Source: an optimization exercise on an open RTL-to-GDS flow (aim: small area, a short achievable clock period and few clock cycles per item). Production flows keep margins and buffers that such runs may drop.
The RTL was checked by simulation tests, not by an equivalence proof against the original design.

## interval_running_statistics
module interval_running_statistics
#(
    parameter int COUNT_BITS = irs_pkg::COUNT_BITS_DEF,
    parameter int HIST_BINS  = irs_pkg::HIST_BINS_DEF
)
(
    input  logic                  clk,
    input  logic                  rst_n,
    input  logic                  in_valid,
    output logic                  in_ready,
    input  logic [irs_pkg::IN_W-1:0]       interval,
    output logic                  out_valid,
    input  logic                  out_ready,
    output logic [1:0]            status,
    output logic [COUNT_BITS-1:0] sample_count,
    output logic [irs_pkg::IN_W-1:0]       least,
    output logic [irs_pkg::IN_W-1:0]       greatest,
    output logic [irs_pkg::IN_W-1:0]       mean,
    output logic [irs_pkg::DEV_W-1:0]      deviation,
    output logic [3:0]            mode_bin,
    output logic                  mode_valid
);
clock: 7.5 ns
lec_check: 0
cap_margin: 20
core_margin: 2
core_utilization: 40
cts_buf_list: sky130_fd_sc_hd__clkbuf_4 sky130_fd_sc_hd__clkbuf_8
setup_slack_margin: 3.8
slew_margin: 20
run.sh (not shown) runs the stock make flow with config.mk's settings and CLKGATE_MAP_FILE= SYNTH_SCRIPT=/design/flow/synth_recipe.tcl, a recipe that flattens the netlist after the stock synthesis.
The first run produced a clean layout.
Testbench counts at the start, summed over its fixed seeds: cycles 1,912, items 1,600.
Then changed:
Settings changed: CTS_BUF_LIST sky130_fd_sc_hd__clkbuf_4 sky130_fd_sc_hd__clkbuf_8 to sky130_fd_sc_hd__clkbuf_16, CTS_CLUSTER_DIAMETER from default to 80, CTS_CLUSTER_SIZE from default to 20, SETUP_SLACK_MARGIN 3.8 to 4.3.
After rerunning: Global-route usage climbs by 2.2 points. Worst setup slack is better by 0.22 ns. Cell area came out higher by 0.66%. Routed wire length went up by 16%.

interval_running_statistics again, from the RTL that the note above started with.
==> flow/design.v (excerpt) <==
module interval_running_statistics
#(
    parameter int COUNT_BITS = irs_pkg::COUNT_BITS_DEF,
    parameter int HIST_BINS  = irs_pkg::HIST_BINS_DEF
)
(
    input  logic                  clk,
    input  logic                  rst_n,
    input  logic                  in_valid,
    output logic                  in_ready,
    input  logic [irs_pkg::IN_W-1:0]       interval,
    output logic                  out_valid,
    input  logic                  out_ready,
    output logic [1:0]            status,
    output logic [COUNT_BITS-1:0] sample_count,
    output logic [irs_pkg::IN_W-1:0]       least,
    output logic [irs_pkg::IN_W-1:0]       greatest,
    output logic [irs_pkg::IN_W-1:0]       mean,
    output logic [irs_pkg::DEV_W-1:0]      deviation,
    output logic [3:0]            mode_bin,
    output logic                  mode_valid
);
    localparam logic [1:0] MD_NORMAL = 2'd0, MD_UNDO = 2'd1, MD_REDO = 2'd2;
    logic        inj, inj_u, inj_h;
    logic [1:0]  md, md_next;
    logic        p_v;
    logic [22:0] p_x;
    logic        in_ready_r;
    logic        take_in, move_p;
    logic [22:0] e_x;
    logic        e_a;
    logic si_v;
    logic [22:0] si_x;
    logic [0:0] si_u;
    logic [0:0] si_h;
    logic [0:0] si_a;
    assign take_in = in_valid && in_ready_r;
    assign move_p  = p_v && (md == MD_NORMAL) && !inj;
    always_ff @(posedge clk or negedge rst_n)
        if (!rst_n) begin
            si_v <= 1'b0; p_v <= 1'b0; in_ready_r <= 1'b1;
        end else begin
            si_v <= inj || move_p || take_in;
            p_v  <= (p_v && !move_p) || (take_in && inj);
            in_ready_r <= !((p_v && !move_p) || (take_in && inj)) && (md_next == MD_NORMAL);
        end
    always_ff @(posedge clk) begin
        if (inj) begin
            si_x <= e_x; si_a <= e_a; si_u <= inj_u; si_h <= inj_h;
        end else if (move_p) begin
            si_x <= p_x; si_u <= 1'b0; si_h <= 1'b0; si_a <= 1'b0;
        end else begin
            si_x <= interval; si_u <= 1'b0; si_h <= 1'b0; si_a <= 1'b0;
        end
        if (take_in && inj) p_x <= interval;
    end
    assign in_ready = in_ready_r;
    logic sm_v;
    logic [22:0] sm_x;
  ...
Settings: LEC_CHECK=0, CAP_MARGIN=20, CORE_MARGIN=2, CORE_UTILIZATION=40, CTS_BUF_LIST=sky130_fd_sc_hd__clkbuf_16, CTS_CLUSTER_DIAMETER=80, CTS_CLUSTER_SIZE=20, SETUP_SLACK_MARGIN=4.1, SLEW_MARGIN=20; clock period 7.5 ns.
The starting point ran to the end with no violations.
Testbench counts at the start, summed over its fixed seeds: cycles 1,912, items 1,600.
==> next run, changes <==
Settings changed: CTS_BUF_LIST sky130_fd_sc_hd__clkbuf_16 to sky130_fd_sc_hd__clkbuf_4 sky130_fd_sc_hd__clkbuf_8, CTS_CLUSTER_DIAMETER 80 to unset, CTS_CLUSTER_SIZE 20 to unset.
Global-route usage grows by 0.24 points; flip-flop and latch count stays the same; via count grows by 2.1%; worst setup slack loses 6.4 ps; hold slack loses 16 ps; synthesized area is unchanged.

Setup of epsilon:
interval_running_statistics again, from the RTL that the note above started with.
make LEC_CHECK=0 CAP_MARGIN=20 CORE_MARGIN=2 CORE_UTILIZATION=40 CTS_BUF_LIST='sky130_fd_sc_hd__clkbuf_8 sky130_fd_sc_hd__clkbuf_16' SETUP_SLACK_MARGIN=4.3 SLEW_MARGIN=20 finish   # period 7.5 ns
Testbench counts of epsilon, summed over its fixed seeds: cycles 1,912, items 1,600.
Setup changes, epsilon to beta
Settings: CTS_CLUSTER_DIAMETER: unset -> 100; SETUP_SLACK_MARGIN: 4.3 -> 4.1; CTS_BUF_LIST: sky130_fd_sc_hd__clkbuf_8 sky130_fd_sc_hd__clkbuf_16 -> sky130_fd_sc_hd__clkbuf_16; CTS_CLUSTER_SIZE: unset -> 28.
--- outcome ---
In the metrics for beta and epsilon, the one carrying the higher number of nets at the end of the flow is epsilon. Re worst setup slack: epsilon was higher than beta. | worst hold slack | higher: beta |. Flip-flop and latch count: epsilon vs beta identical. Changes observed in beta relative to epsilon: count of buffer and inverter cells on the critical path up 1; met3 wire length down about 40%. Changes observed in beta relative to epsilon: number of global-route vias before repair decreased by about 4% relative to the old numbers, number of vias per cell after detailed routing decreased by about 1.4% relative to the old numbers.

[port drivers added, routing unchanged]
How much do the figures lean on ideal ports? The routed layouts below were timed once more, with nothing changed but the port constraints. Step 1 (the two cells are an assumption about what drives the block):
set clk [get_ports {clk}]
set_driving_cell -lib_cell sky130_fd_sc_hd__clkbuf_16 $clk
set_driving_cell -lib_cell sky130_fd_sc_hd__buf_2 [delete_from_list [all_inputs] $clk]
Step 2 times the ports against the registers' clock, not the clock port: input delays grow and output delays shrink by t, the midpoint of the rising clock arrivals with the driver on. a / b / c = ideal ports / drivers / drivers and shift; a / b = the first two.
run | t, ns | slack for setup (ns) | worst setup path after step 2 | latest minus earliest clock arrival (ns) | pins driven straight from the clock port
the first run of note 1 | 1.337 | 3.850 / 3.850 / 3.850 | register to register | 0.145 / 0.145 | 1
the second run of note 1 | 1.074 | 4.067 / 4.067 / 4.067 | register to register | 0.118 / 0.118 | 1
the first run of note 2 | 1.067 | 4.061 / 4.061 / 3.909 | input to register | 0.108 / 0.108 | 1
the second run of note 2 | 1.317 | 4.055 / 3.983 / 3.922 | input to register | 0.129 / 0.129 | 1
epsilon | 1.143 | 4.145 / 4.082 / 4.066 | input to register | 0.105 / 0.105 | 1
beta | 1.065 | 4.078 / 4.078 / 3.942 | input to register | 0.142 / 0.142 | 1
After both steps setup and hold are still met in every run listed. The setup slack of the first run of note 2, which loses most, moves by 0.000 ns with the drivers and by -0.152 ns with both steps.
